Source: an optimization exercise on an open RTL-to-GDS flow (aim: small area, a short achievable clock period and few clock cycles per item). Production flows keep margins and buffers that such runs may drop. In this exercise RTL edits were held to simulation tests only and were not proved equivalent to the original.

==> v28: inputs <==
==> flow/design.v <==
`default_nettype none
package xtea3_pkg;
  typedef logic [31:0]  word_t;
  typedef logic [127:0] block_t;    
  typedef logic [255:0] key_t;      
  localparam word_t Delta = 32'h9E37_79B9;
  localparam logic [2:0] CFG_KEY_0_1 = 3'd0;
  localparam logic [2:0] CFG_KEY_2_3 = 3'd1;
  localparam logic [2:0] CFG_KEY_4_5 = 3'd2;
  localparam logic [2:0] CFG_KEY_6_7 = 3'd3;
  localparam logic [2:0] CFG_ROUNDS  = 3'd4;
  function automatic word_t rotl(word_t v, logic [4:0] s);
    logic [63:0] t;
    t = {v, v} << s;
    rotl = t[63:32];
  endfunction
  function automatic word_t sel4(logic [127:0] k, logic [1:0] i);
    case (i)
      2'd0: sel4 = k[31:0];
      2'd1: sel4 = k[63:32];
      2'd2: sel4 = k[95:64];
      default: sel4 = k[127:96];
    endcase
  endfunction
endpackage
`default_nettype wire
`default_nettype none
module xtea3_mix_rot (
  input  xtea3_pkg::word_t     x_i,
  input  xtea3_pkg::key_t      key_i,
  input  wire logic [1:0]      sel_i,
  output xtea3_pkg::word_t     rot_hi_o,
  output xtea3_pkg::word_t     rot_lo_o
);
  assign rot_hi_o = xtea3_pkg::rotl(xtea3_pkg::sel4(key_i[255:128], sel_i), x_i[4:0]);
  assign rot_lo_o = xtea3_pkg::rotl(xtea3_pkg::sel4(key_i[127:0], sel_i), x_i[31:27]);
endmodule
module xtea3_mix_sum (
  input  xtea3_pkg::word_t     x_i,
  input  xtea3_pkg::word_t     rot_hi_i,
  input  xtea3_pkg::word_t     rot_lo_i,
  input  xtea3_pkg::word_t     p_i,
  input  xtea3_pkg::word_t     s_i,
  output xtea3_pkg::word_t     mix_o
);
  assign mix_o = ((x_i << 4) + rot_hi_i) ^ (p_i + s_i) ^ ((x_i >> 5) + rot_lo_i);
endmodule
`default_nettype wire
`default_nettype none
module xtea3_block_cipher_unit (
  input  wire logic        clk_i,
  input  wire logic        rst_ni,
  input  wire logic        cfg_valid_i,
  output logic             cfg_ready_o,
  input  wire logic [2:0]  cfg_index_i,
  input  wire logic [63:0] cfg_data_i,
  input  wire logic        start,
  output logic             busy,
  input  wire logic        cmd_i,
  input  wire logic [31:0] in_word0_i,
  input  wire logic [31:0] in_word1_i,
  input  wire logic [31:0] in_word2_i,
  input  wire logic [31:0] in_word3_i,
  output logic             done_o,
  output logic [31:0]      out_word0_o,
  output logic [31:0]      out_word1_o,
  output logic [31:0]      out_word2_o,
  output logic [31:0]      out_word3_o
);
  localparam xtea3_pkg::word_t DeltaR0  = 32'(64'(xtea3_pkg::Delta) * 64'd96);
  localparam xtea3_pkg::word_t NegDelta = -xtea3_pkg::Delta;
  xtea3_pkg::key_t  key_q;
  logic [7:0]       rounds_q;
  xtea3_pkg::word_t dr_q;          
  logic             calc_q;        
  logic [3:0]       calc_n;        
  logic             busy_q, done_q;
  xtea3_pkg::block_t out_q;        
  logic             a_val, a_calc, a_dec;
  logic             a_fin;         
  logic [7:0]       a_cnt;         
  logic [1:0]       a_wp;          
  logic [1:0]       a_selx, a_sely;    
  xtea3_pkg::block_t a_w;
  xtea3_pkg::word_t a_tau;         
  logic             b_val, b_calc, b_dec, b_white, b_zero;
  logic [7:0]       b_cnt;
  logic [1:0]       b_wp, b_kidx;
  xtea3_pkg::block_t b_w;
  xtea3_pkg::word_t b_tau;
  xtea3_pkg::word_t b_rhx, b_rlx, b_rhy, b_rly;
  logic             c_val, c_calc, c_dec, c_fin;
  logic [7:0]       c_cnt;
  logic [1:0]       c_wp;
  xtea3_pkg::block_t c_w;
  xtea3_pkg::word_t c_tau;         
  xtea3_pkg::word_t c_mx, c_my;    
  logic             cfg_we, rounds_we;
  logic             slot_free, ld, accept;
  xtea3_pkg::word_t k4, k5, k6, k7;
  assign k4 = key_q[159:128];
  assign k5 = key_q[191:160];
  assign k6 = key_q[223:192];
  assign k7 = key_q[255:224];
  assign cfg_ready_o = 1'b1;
  assign cfg_we      = cfg_valid_i;
  assign rounds_we   = cfg_we && (cfg_index_i == xtea3_pkg::CFG_ROUNDS);
  assign slot_free = !a_calc && (!a_val || a_fin);
  assign ld        = slot_free || rounds_we;
  assign busy      = busy_q;
  assign accept    = start && !busy_q;
  assign done_o    = done_q;
  always_ff @(posedge clk_i) begin
    if (!rst_ni) begin
      key_q    <= '0;
      rounds_q <= 8'd96;
    end else if (cfg_we) begin
      case (cfg_index_i)
        xtea3_pkg::CFG_KEY_0_1: key_q[63:0]    <= cfg_data_i;
        xtea3_pkg::CFG_KEY_2_3: key_q[127:64]  <= cfg_data_i;
        xtea3_pkg::CFG_KEY_4_5: key_q[191:128] <= cfg_data_i;
        xtea3_pkg::CFG_KEY_6_7: key_q[255:192] <= cfg_data_i;
        xtea3_pkg::CFG_ROUNDS:  rounds_q       <= cfg_data_i[7:0];
        default: ;
      endcase
    end
  end
  xtea3_pkg::word_t rhx, rlx, rhy, rly;
  logic             a_white, calc_end, calc_d;
  xtea3_mix_rot u_rot_x (
    .x_i      (a_w[63:32]),
    .key_i    (key_q),
    .sel_i    (a_selx),
    .rot_hi_o (rhx),
    .rot_lo_o (rlx)
  );
  xtea3_mix_rot u_rot_y (
    .x_i      (a_w[127:96]),
    .key_i    (key_q),
    .sel_i    (a_sely),
    .rot_hi_o (rhy),
    .rot_lo_o (rly)
  );
  assign a_white  = (a_wp != 2'd0) && (!a_dec || a_cnt == 8'd0);
  assign calc_end = calc_q && a_calc && (calc_n == 4'd7);
  assign calc_d   = rounds_we || (calc_q && !calc_end);
  always_ff @(posedge clk_i) begin
    if (rounds_we) begin
      calc_n <= 4'd0;
    end else if (calc_q && a_calc) begin
      calc_n <= calc_n + 4'd1;
    end
  end
  always_ff @(posedge clk_i) begin
    if (!rst_ni) begin
      dr_q <= DeltaR0;
    end else if (calc_end) begin
      dr_q <= a_tau;
    end
  end
  xtea3_pkg::block_t blk_load;
  assign blk_load = cmd_i ? {in_word3_i ^ k7, in_word0_i ^ k4, in_word1_i ^ k5, in_word2_i ^ k6}
                          : {in_word0_i, in_word3_i, in_word2_i, in_word1_i};
  always_ff @(posedge clk_i or negedge rst_ni) begin
    if (!rst_ni) begin
      calc_q <= 1'b0;
      busy_q <= 1'b0;
      b_val  <= 1'b0;
      b_calc <= 1'b0;
      c_val  <= 1'b0;
      c_calc <= 1'b0;
    end else begin
      calc_q <= calc_d;
      busy_q <= calc_d || c_calc || (c_val && !c_fin);
      if (ld) begin
        b_val  <= accept;
        b_calc <= rounds_we;
      end else begin
        b_val  <= a_val && !a_fin;
        b_calc <= a_calc && !calc_end;
      end
      c_val  <= b_val;
      c_calc <= b_calc && !rounds_we;
    end
  end
  always_ff @(posedge clk_i) begin
    if (slot_free) begin
      b_w <= blk_load;
    end else begin
      b_w <= a_w;
    end
    b_rhx <= rhx;
    b_rlx <= rlx;
    b_rhy <= rhy;
    b_rly <= rly;
    if (ld) begin
      b_white <= 1'b1;
      b_kidx  <= 2'd0;
      b_wp    <= 2'd2;
      b_zero  <= 1'b1;
      if (rounds_we) begin
        b_dec <= 1'b0;
        b_tau <= '0;
        b_cnt <= cfg_data_i[7:0];
      end else begin
        b_dec <= cmd_i;
        b_tau <= cmd_i ? dr_q : NegDelta;
        b_cnt <= rounds_q;
      end
    end else begin
      b_white <= a_white;
      b_kidx  <= {a_dec, a_dec ^ a_wp[0]};
      b_wp    <= a_white ? a_wp - 2'd1 : a_wp;
      b_zero  <= 1'b0;
      b_dec   <= a_dec;
      b_tau   <= a_tau;
      b_cnt   <= (!a_calc && !a_white && a_cnt != 8'd0) ? a_cnt - 8'd1 : a_cnt;
    end
  end
  xtea3_pkg::word_t mix_x, mix_y;
  xtea3_pkg::word_t r1b, r3b;
  xtea3_pkg::word_t sig_t, sig_u;    
  xtea3_pkg::word_t tau_a, tau_b, tau_next;
  assign r1b = b_w[63:32];
  assign r3b = b_w[127:96];
  assign sig_t = r3b ^ b_tau ^ NegDelta;
  assign sig_u = ((r3b & b_tau) | (r3b & NegDelta) | (b_tau & NegDelta)) << 1;
  assign tau_a    = b_calc ? {b_tau[30:0], 1'b0} : b_tau;
  assign tau_b    = b_calc ? (b_cnt[7] ? xtea3_pkg::Delta : '0)
                  : b_zero ? '0
                           : (b_dec ? NegDelta : xtea3_pkg::Delta);
  assign tau_next = tau_a + tau_b;
  xtea3_mix_sum u_sum_x (
    .x_i      (r1b),
    .rot_hi_i (b_rhx),
    .rot_lo_i (b_rlx),
    .p_i      (sig_t),
    .s_i      (sig_u),
    .mix_o    (mix_x)
  );
  xtea3_mix_sum u_sum_y (
    .x_i      (r3b),
    .rot_hi_i (b_rhy),
    .rot_lo_i (b_rly),
    .p_i      (r1b),
    .s_i      (b_tau),
    .mix_o    (mix_y)
  );
  xtea3_pkg::word_t ka, kb;
  assign ka = b_zero ? '0 : xtea3_pkg::sel4(key_q[127:0], b_kidx);
  assign kb = b_zero ? '0 : xtea3_pkg::sel4(key_q[127:0], b_kidx ^ 2'd2);
  always_ff @(posedge clk_i) begin
    c_w     <= b_w;
    c_mx    <= b_white ? (b_dec ? ka : kb) : mix_x;
    c_my    <= b_white ? (b_dec ? kb : ka) : mix_y;
    c_dec   <= b_dec;
    c_tau   <= tau_next;
    c_cnt   <= b_calc ? {b_cnt[6:0], 1'b0} : b_cnt;
    c_wp    <= b_wp;
    c_fin   <= (b_cnt == 8'd0) && (b_wp == 2'd0);
  end
  xtea3_pkg::word_t r0, r1, r2, r3;
  xtea3_pkg::word_t m1, m3;
  logic [32:0]      s1, s3;
  assign r0 = c_w[31:0];
  assign r1 = c_w[63:32];
  assign r2 = c_w[95:64];
  assign r3 = c_w[127:96];
  assign m1 = c_dec ? c_mx : c_my;
  assign m3 = c_dec ? c_my : c_mx;
  assign s1 = {r2, c_dec} + {m1 ^ {32{c_dec}}, c_dec};
  assign s3 = {r0, c_dec} + {m3 ^ {32{c_dec}}, c_dec};
  always_ff @(posedge clk_i or negedge rst_ni) begin
    if (!rst_ni) begin
      a_val  <= 1'b0;
      a_calc <= 1'b0;
      a_fin  <= 1'b0;
      done_q <= 1'b0;
    end else begin
      a_val  <= c_val;
      a_calc <= c_calc && !rounds_we;
      a_fin  <= c_val && c_fin;
      done_q <= a_val && a_fin;
    end
  end
  always_ff @(posedge clk_i) begin
    a_w    <= {s3[32:1], r3, s1[32:1], r1};
    a_selx <= c_tau[1:0] - 2'd1;
    a_sely <= c_tau[12:11];
    a_tau  <= c_tau;
    a_dec  <= c_dec;
    a_cnt  <= c_cnt;
    a_wp   <= c_wp;
  end
  always_ff @(posedge clk_i) begin
    out_q[31:0]   <= a_dec ? a_w[127:96] : a_w[31:0]   ^ k4;
    out_q[63:32]  <= a_dec ? a_w[95:64]  : a_w[63:32]  ^ k5;
    out_q[95:64]  <= a_dec ? a_w[63:32]  : a_w[95:64]  ^ k6;
    out_q[127:96] <= a_dec ? a_w[31:0]   : a_w[127:96] ^ k7;
  end
  assign out_word0_o = out_q[31:0];
  assign out_word1_o = out_q[63:32];
  assign out_word2_o = out_q[95:64];
  assign out_word3_o = out_q[127:96];
endmodule
`default_nettype wire
==> flow/flow/run.sh <==
#!/bin/bash
set -euo pipefail
bash standard.sh SETUP_SLACK_MARGIN=7 finish > standard_make.log 2>&1
==> flow/standard.sh <==
#!/bin/bash
# synth_recipe.tcl (not shown) runs the flow's synth.tcl, then flattens the netlist and writes it again
# the make line also repeats each setting of config.mk as NAME=value (left out here)
make -C /OpenROAD-flow-scripts/flow DESIGN_CONFIG=/design/flow/config.mk WORK_HOME=/design/flow/orfs CLKGATE_MAP_FILE= SYNTH_SCRIPT=/design/flow/synth_recipe.tcl "${@:-finish}"
==> flow/config.mk <==
export PLATFORM = sky130hd
export DESIGN_NAME = xtea3_block_cipher_unit
export DESIGN_NICKNAME = xtea3_block_cipher_unit
export VERILOG_FILES = /design/flow/design.v
export SDC_FILE = /design/flow/constraint.sdc
export NUM_CORES = 4
export LEC_CHECK = 0
export CAP_MARGIN = 30
export CORE_MARGIN = 2
export CORE_UTILIZATION = 45
export PLACE_DENSITY = 0.6
export SLEW_MARGIN = 30
==> flow/constraint.sdc <==
create_clock -name core_clock -period 10.5 [get_ports {clk_i}]
set_input_delay 2.1000 -clock core_clock [delete_from_list [all_inputs] [get_ports {clk_i}]]
set_output_delay 2.1000 -clock core_clock [all_outputs]
set_load 0.01 [all_outputs]
==> v4: changes against v28 <==
--- a/flow/design.v
+++ b/flow/design.v
@@ -75,7 +75,4 @@
   logic             calc_q;        
-  logic [3:0]       calc_n;        
   logic             busy_q, done_q;
-  xtea3_pkg::block_t out_q;        
   logic             a_val, a_calc, a_dec;
-  logic             a_fin;         
   logic [7:0]       a_cnt;         
@@ -85,3 +82,3 @@
   xtea3_pkg::word_t a_tau;         
-  logic             b_val, b_calc, b_dec, b_white, b_zero;
+  logic             b_val, b_calc, b_dec, b_white;
   logic [7:0]       b_cnt;
@@ -91,8 +88,8 @@
   xtea3_pkg::word_t b_rhx, b_rlx, b_rhy, b_rly;
-  logic             c_val, c_calc, c_dec, c_fin;
+  logic             c_val, c_calc, c_dec, c_white, c_fin;
   logic [7:0]       c_cnt;
-  logic [1:0]       c_wp;
+  logic [1:0]       c_wp, c_kidx;    
   xtea3_pkg::block_t c_w;
   xtea3_pkg::word_t c_tau;         
-  xtea3_pkg::word_t c_mx, c_my;    
+  xtea3_pkg::word_t c_mx, c_my;
   logic             cfg_we, rounds_we;
@@ -107,3 +104,3 @@
   assign rounds_we   = cfg_we && (cfg_index_i == xtea3_pkg::CFG_ROUNDS);
-  assign slot_free = !a_calc && (!a_val || a_fin);
+  assign slot_free = !c_val && !c_calc;
   assign ld        = slot_free || rounds_we;
@@ -144,11 +141,4 @@
   assign a_white  = (a_wp != 2'd0) && (!a_dec || a_cnt == 8'd0);
-  assign calc_end = calc_q && a_calc && (calc_n == 4'd7);
+  assign calc_end = calc_q && a_calc && (a_cnt == 8'd0);
   assign calc_d   = rounds_we || (calc_q && !calc_end);
-  always_ff @(posedge clk_i) begin
-    if (rounds_we) begin
-      calc_n <= 4'd0;
-    end else if (calc_q && a_calc) begin
-      calc_n <= calc_n + 4'd1;
-    end
-  end
   always_ff @(posedge clk_i) begin
@@ -160,5 +150,2 @@
   end
-  xtea3_pkg::block_t blk_load;
-  assign blk_load = cmd_i ? {in_word3_i ^ k7, in_word0_i ^ k4, in_word1_i ^ k5, in_word2_i ^ k6}
-                          : {in_word0_i, in_word3_i, in_word2_i, in_word1_i};
   always_ff @(posedge clk_i or negedge rst_ni) begin
@@ -173,10 +160,5 @@
       calc_q <= calc_d;
-      busy_q <= calc_d || c_calc || (c_val && !c_fin);
-      if (ld) begin
-        b_val  <= accept;
-        b_calc <= rounds_we;
-      end else begin
-        b_val  <= a_val && !a_fin;
-        b_calc <= a_calc && !calc_end;
-      end
+      busy_q <= calc_d || b_val;
+      b_val  <= a_val && !done_q;
+      b_calc <= a_calc && !calc_end && !rounds_we;
       c_val  <= b_val;
@@ -186,34 +168,13 @@
   always_ff @(posedge clk_i) begin
-    if (slot_free) begin
-      b_w <= blk_load;
-    end else begin
-      b_w <= a_w;
-    end
-    b_rhx <= rhx;
-    b_rlx <= rlx;
-    b_rhy <= rhy;
-    b_rly <= rly;
-    if (ld) begin
-      b_white <= 1'b1;
-      b_kidx  <= 2'd0;
-      b_wp    <= 2'd2;
-      b_zero  <= 1'b1;
-      if (rounds_we) begin
-        b_dec <= 1'b0;
-        b_tau <= '0;
-        b_cnt <= cfg_data_i[7:0];
-      end else begin
-        b_dec <= cmd_i;
-        b_tau <= cmd_i ? dr_q : NegDelta;
-        b_cnt <= rounds_q;
-      end
-    end else begin
-      b_white <= a_white;
-      b_kidx  <= {a_dec, a_dec ^ a_wp[0]};
-      b_wp    <= a_white ? a_wp - 2'd1 : a_wp;
-      b_zero  <= 1'b0;
-      b_dec   <= a_dec;
-      b_tau   <= a_tau;
-      b_cnt   <= (!a_calc && !a_white && a_cnt != 8'd0) ? a_cnt - 8'd1 : a_cnt;
-    end
+    b_w     <= a_w;
+    b_rhx   <= rhx;
+    b_rlx   <= rlx;
+    b_rhy   <= rhy;
+    b_rly   <= rly;
+    b_dec   <= a_dec;
+    b_tau   <= a_tau;
+    b_white <= a_white;
+    b_kidx  <= {a_dec, a_dec ^ a_wp[0]};
+    b_cnt   <= (!a_white && a_cnt != 8'd0) ? a_cnt - 8'd1 : a_cnt;
+    b_wp    <= a_white ? a_wp - 2'd1 : a_wp;
   end
@@ -222,3 +183,3 @@
   xtea3_pkg::word_t sig_t, sig_u;    
-  xtea3_pkg::word_t tau_a, tau_b, tau_next;
+  xtea3_pkg::word_t tau_next;
   assign r1b = b_w[63:32];
@@ -227,7 +188,3 @@
   assign sig_u = ((r3b & b_tau) | (r3b & NegDelta) | (b_tau & NegDelta)) << 1;
-  assign tau_a    = b_calc ? {b_tau[30:0], 1'b0} : b_tau;
-  assign tau_b    = b_calc ? (b_cnt[7] ? xtea3_pkg::Delta : '0)
-                  : b_zero ? '0
-                           : (b_dec ? NegDelta : xtea3_pkg::Delta);
-  assign tau_next = tau_a + tau_b;
+  assign tau_next = b_tau + (b_dec ? NegDelta : xtea3_pkg::Delta);
   xtea3_mix_sum u_sum_x (
@@ -248,12 +205,11 @@
   );
-  xtea3_pkg::word_t ka, kb;
-  assign ka = b_zero ? '0 : xtea3_pkg::sel4(key_q[127:0], b_kidx);
-  assign kb = b_zero ? '0 : xtea3_pkg::sel4(key_q[127:0], b_kidx ^ 2'd2);
   always_ff @(posedge clk_i) begin
     c_w     <= b_w;
-    c_mx    <= b_white ? (b_dec ? ka : kb) : mix_x;
-    c_my    <= b_white ? (b_dec ? kb : ka) : mix_y;
+    c_mx    <= mix_x;
+    c_my    <= mix_y;
     c_dec   <= b_dec;
     c_tau   <= tau_next;
-    c_cnt   <= b_calc ? {b_cnt[6:0], 1'b0} : b_cnt;
+    c_white <= b_white;
+    c_kidx  <= b_kidx;
+    c_cnt   <= b_cnt;
     c_wp    <= b_wp;
@@ -262,4 +218,7 @@
   xtea3_pkg::word_t r0, r1, r2, r3;
-  xtea3_pkg::word_t m1, m3;
+  xtea3_pkg::word_t m1, m3, ka, kb;
   logic [32:0]      s1, s3;
+  xtea3_pkg::block_t blk_step;
+  xtea3_pkg::block_t blk_load;
+  xtea3_pkg::word_t tau_load;
   assign r0 = c_w[31:0];
@@ -268,6 +227,12 @@
   assign r3 = c_w[127:96];
-  assign m1 = c_dec ? c_mx : c_my;
-  assign m3 = c_dec ? c_my : c_mx;
+  assign ka = xtea3_pkg::sel4(key_q[127:0], c_kidx);
+  assign kb = xtea3_pkg::sel4(key_q[127:0], c_kidx ^ 2'd2);
+  assign m1 = c_white ? ka : (c_dec ? c_mx : c_my);
+  assign m3 = c_white ? kb : (c_dec ? c_my : c_mx);
   assign s1 = {r2, c_dec} + {m1 ^ {32{c_dec}}, c_dec};
   assign s3 = {r0, c_dec} + {m3 ^ {32{c_dec}}, c_dec};
+  assign blk_step = {s3[32:1], r3, s1[32:1], r1};
+  assign blk_load = cmd_i ? {in_word2_i ^ k6, in_word3_i ^ k7, in_word0_i ^ k4, in_word1_i ^ k5}
+                          : {in_word1_i, in_word0_i, in_word3_i, in_word2_i};
+  assign tau_load = rounds_we ? '0 : (cmd_i ? dr_q : NegDelta);
   always_ff @(posedge clk_i or negedge rst_ni) begin
@@ -276,30 +241,46 @@
       a_calc <= 1'b0;
-      a_fin  <= 1'b0;
       done_q <= 1'b0;
     end else begin
-      a_val  <= c_val;
-      a_calc <= c_calc && !rounds_we;
-      a_fin  <= c_val && c_fin;
-      done_q <= a_val && a_fin;
-    end
-  end
-  always_ff @(posedge clk_i) begin
-    a_w    <= {s3[32:1], r3, s1[32:1], r1};
-    a_selx <= c_tau[1:0] - 2'd1;
-    a_sely <= c_tau[12:11];
-    a_tau  <= c_tau;
-    a_dec  <= c_dec;
-    a_cnt  <= c_cnt;
-    a_wp   <= c_wp;
-  end
-  always_ff @(posedge clk_i) begin
-    out_q[31:0]   <= a_dec ? a_w[127:96] : a_w[31:0]   ^ k4;
-    out_q[63:32]  <= a_dec ? a_w[95:64]  : a_w[63:32]  ^ k5;
-    out_q[95:64]  <= a_dec ? a_w[63:32]  : a_w[95:64]  ^ k6;
-    out_q[127:96] <= a_dec ? a_w[31:0]   : a_w[127:96] ^ k7;
-  end
-  assign out_word0_o = out_q[31:0];
-  assign out_word1_o = out_q[63:32];
-  assign out_word2_o = out_q[95:64];
-  assign out_word3_o = out_q[127:96];
+      if (ld) begin
+        a_val  <= accept;
+        a_calc <= rounds_we;
+      end else begin
+        a_val  <= c_val;
+        a_calc <= c_calc;
+      end
+      done_q <= !ld && c_val && c_fin;
+    end
+  end
+  always_ff @(posedge clk_i) begin
+    if (slot_free) begin
+      a_w <= blk_load;
+    end else begin
+      a_w <= blk_step;
+    end
+    if (ld) begin
+      a_selx <= tau_load[1:0] - 2'd1;
+      a_sely <= tau_load[12:11];
+      a_tau  <= tau_load;
+      if (rounds_we) begin
+        a_dec <= 1'b0;
+        a_cnt <= cfg_data_i[7:0];
+        a_wp  <= 2'd0;
+      end else begin
+        a_dec <= cmd_i;
+        a_cnt <= rounds_q;
+        a_wp  <= 2'd2;
+      end
+    end else begin
+      a_selx <= c_tau[1:0] - 2'd1;
+      a_sely <= c_tau[12:11];
+      a_tau  <= c_tau;
+      a_dec  <= c_dec;
+      a_cnt  <= c_cnt;
+      a_wp   <= c_wp;
+    end
+  end
+  assign out_word0_o = a_dec ? a_w[127:96] : a_w[31:0]   ^ k4;
+  assign out_word1_o = a_dec ? a_w[95:64]  : a_w[63:32]  ^ k5;
+  assign out_word2_o = a_dec ? a_w[63:32]  : a_w[95:64]  ^ k6;
+  assign out_word3_o = a_dec ? a_w[31:0]   : a_w[127:96] ^ k7;
 endmodule
==> flow/run.sh (new file) <==
#!/bin/bash
# synth_recipe.tcl (not shown) runs the flow's synth.tcl, then flattens the netlist and writes it again
# the make line also repeats each setting of config.mk as NAME=value (left out here)
make -C /OpenROAD-flow-scripts/flow DESIGN_CONFIG=/design/flow/config.mk WORK_HOME=/design/flow/orfs CLKGATE_MAP_FILE= SYNTH_SCRIPT=/design/flow/synth_recipe.tcl finish
CORE_UTILIZATION = 40   (was 45)
PLACE_DENSITY = 0.55   (was 0.6)
SETUP_SLACK_MARGIN = 5   (was default)
removed: flow/flow/run.sh
removed: flow/standard.sh
==> v32: changes against v28 <==
--- a/flow/design.v
+++ b/flow/design.v
@@ -31,2 +31,3 @@
   input  wire logic [1:0]      sel_i,
+  input  wire logic            plain_i,
   output xtea3_pkg::word_t     rot_hi_o,
@@ -35,3 +36,4 @@
   assign rot_hi_o = xtea3_pkg::rotl(xtea3_pkg::sel4(key_i[255:128], sel_i), x_i[4:0]);
-  assign rot_lo_o = xtea3_pkg::rotl(xtea3_pkg::sel4(key_i[127:0], sel_i), x_i[31:27]);
+  assign rot_lo_o = xtea3_pkg::rotl(xtea3_pkg::sel4(key_i[127:0], sel_i),
+                                    x_i[31:27] & {5{!plain_i}});
 endmodule
@@ -77,5 +79,5 @@
   logic             busy_q, done_q;
-  xtea3_pkg::block_t out_q;        
   logic             a_val, a_calc, a_dec;
   logic             a_fin;         
+  logic             a_white;       
   logic [7:0]       a_cnt;         
@@ -87,6 +89,6 @@
   logic [7:0]       b_cnt;
-  logic [1:0]       b_wp, b_kidx;
+  logic [1:0]       b_wp;
   xtea3_pkg::block_t b_w;
   xtea3_pkg::word_t b_tau;
-  xtea3_pkg::word_t b_rhx, b_rlx, b_rhy, b_rly;
+  xtea3_pkg::word_t b_rhx, b_rlx, b_rhy, b_rly;    
   logic             c_val, c_calc, c_dec, c_fin;
@@ -128,3 +130,3 @@
   xtea3_pkg::word_t rhx, rlx, rhy, rly;
-  logic             a_white, calc_end, calc_d;
+  logic             calc_end, calc_d;
   xtea3_mix_rot u_rot_x (
@@ -133,2 +135,3 @@
     .sel_i    (a_selx),
+    .plain_i  (a_white),
     .rot_hi_o (rhx),
@@ -140,2 +143,3 @@
     .sel_i    (a_sely),
+    .plain_i  (a_white),
     .rot_hi_o (rhy),
@@ -143,3 +147,2 @@
   );
-  assign a_white  = (a_wp != 2'd0) && (!a_dec || a_cnt == 8'd0);
   assign calc_end = calc_q && a_calc && (calc_n == 4'd7);
@@ -191,9 +194,15 @@
     end
-    b_rhx <= rhx;
-    b_rlx <= rlx;
-    b_rhy <= rhy;
-    b_rly <= rly;
+    if (slot_free) begin
+      b_rhx <= a_dec ? a_w[127:96] : a_w[31:0]   ^ k4;
+      b_rlx <= a_dec ? a_w[95:64]  : a_w[63:32]  ^ k5;
+      b_rhy <= a_dec ? a_w[63:32]  : a_w[95:64]  ^ k6;
+      b_rly <= a_dec ? a_w[31:0]   : a_w[127:96] ^ k7;
+    end else begin
+      b_rhx <= rhx;
+      b_rlx <= rlx;
+      b_rhy <= rhy;
+      b_rly <= rly;
+    end
     if (ld) begin
       b_white <= 1'b1;
-      b_kidx  <= 2'd0;
       b_wp    <= 2'd2;
@@ -211,3 +220,2 @@
       b_white <= a_white;
-      b_kidx  <= {a_dec, a_dec ^ a_wp[0]};
       b_wp    <= a_white ? a_wp - 2'd1 : a_wp;
@@ -249,4 +257,4 @@
   xtea3_pkg::word_t ka, kb;
-  assign ka = b_zero ? '0 : xtea3_pkg::sel4(key_q[127:0], b_kidx);
-  assign kb = b_zero ? '0 : xtea3_pkg::sel4(key_q[127:0], b_kidx ^ 2'd2);
+  assign ka = b_zero ? '0 : b_rlx;
+  assign kb = b_zero ? '0 : b_rly;
   always_ff @(posedge clk_i) begin
@@ -285,6 +293,11 @@
   end
+  logic       white_next;
+  logic [1:0] kidx_next;
+  assign white_next = (c_wp != 2'd0) && (!c_dec || c_cnt == 8'd0);
+  assign kidx_next  = {c_dec, c_dec ^ c_wp[0]};
   always_ff @(posedge clk_i) begin
-    a_w    <= {s3[32:1], r3, s1[32:1], r1};
-    a_selx <= c_tau[1:0] - 2'd1;
-    a_sely <= c_tau[12:11];
+    a_w     <= {s3[32:1], r3, s1[32:1], r1};
+    a_white <= white_next;
+    a_selx  <= white_next ? kidx_next : c_tau[1:0] - 2'd1;
+    a_sely  <= white_next ? kidx_next ^ 2'd2 : c_tau[12:11];
     a_tau  <= c_tau;
@@ -294,12 +307,6 @@
   end
-  always_ff @(posedge clk_i) begin
-    out_q[31:0]   <= a_dec ? a_w[127:96] : a_w[31:0]   ^ k4;
-    out_q[63:32]  <= a_dec ? a_w[95:64]  : a_w[63:32]  ^ k5;
-    out_q[95:64]  <= a_dec ? a_w[63:32]  : a_w[95:64]  ^ k6;
-    out_q[127:96] <= a_dec ? a_w[31:0]   : a_w[127:96] ^ k7;
-  end
-  assign out_word0_o = out_q[31:0];
-  assign out_word1_o = out_q[63:32];
-  assign out_word2_o = out_q[95:64];
-  assign out_word3_o = out_q[127:96];
+  assign out_word0_o = b_rhx;
+  assign out_word1_o = b_rlx;
+  assign out_word2_o = b_rhy;
+  assign out_word3_o = b_rly;
 endmodule
==> flow/flow/run.sh (replaced) <==
#!/bin/bash
set -euo pipefail
bash standard.sh SETUP_SLACK_MARGIN=7 "BUFFER_PORTS_ARGS=-buffer_cell sky130_fd_sc_hd__buf_2" finish > standard_make.log 2>&1
CTS_CLUSTER_DIAMETER = 120   (was default)
CTS_CLUSTER_SIZE = 22   (was default)
==> comparison table <==
item	v28	v32	v4
Outcome	complete, no violations	complete, no violations	complete, no violations
Part of the cycle the worst path needs	0.348	0.339	0.504
Floorplan Core Area	137,000 sq um	135,000 sq um	145,000 sq um
Worst hold path startpoint	c_w[98]$_DFF_P_	c_w[102]$_DFF_P_	b_w[90]$_DFF_P_
Largest driver fanout on the critical path	14	162	35
Last element of the critical path	a_w[62]$_DFF_P_	b_w[51]$_DFF_P_	out_word1_o[31]
GR Util met1	0.511	0.516	0.472
Pre-Repair DR Iteration Count	8	5	6
Clock latency of the later-clocked register in the worst-skew pair	780 ps	720 ps	790 ps
Vias in the first global route	48,845	47,981	46,354
Clock buffer cells	184	62	150
Die X-Extent	376 um	372 um	386 um
Die footprint	142,000 sq um	138,000 sq um	149,000 sq um
Clock transition at the register clock pins on the worst setup and hold paths after CTS	60 ps	100 ps	60 ps
DRC marker count from the first detailed-route iteration	5,518	6,599	5,514
Testbench counts of v28, summed over its fixed seeds: cycles 86,024, blocks 960.
Testbench counts of v4, summed over its fixed seeds: cycles 87,889, blocks 960.
Testbench counts of v32, summed over its fixed seeds: cycles 86,024, blocks 960.

-- re-timing with driven ports --
The flow's constraints put no driver on any port. The routed layouts listed below were extracted and timed again, unchanged, in two steps.
Step 1: set_driving_cell puts a clkbuf_16 on clk_i and a buf_2 on each other input, an assumption about the parent block.
Step 2, shift: input delay + t, output delay - t, t = (earliest + latest rising clock arrival at the registers) / 2. This alone moves slack from input paths to output paths.
Three values: ideal, step 1, step 2; two values: the first two.
run | shift t [ns] | setup slack, ns | worst setup path at the end | slew at the worst register clock pin (ns) | worst data-port slew with drivers (ns)
v28 | 0.849 | 6.846 / 6.846 / 6.151 | input to register | 0.07 / 0.07 | 0.16
v4 | 0.837 | 5.210 / 5.127 / 5.457 | register to register | 0.07 / 0.07 | 0.11
v32 | 0.784 | 6.937 / 6.921 / 6.202 | input to register | 0.11 / 0.11 | 0.11
After both steps setup and hold are still met in every run listed. For v32, which loses most, drivers alone change the setup slack by -0.016 ns; drivers and shift together by -0.735 ns.
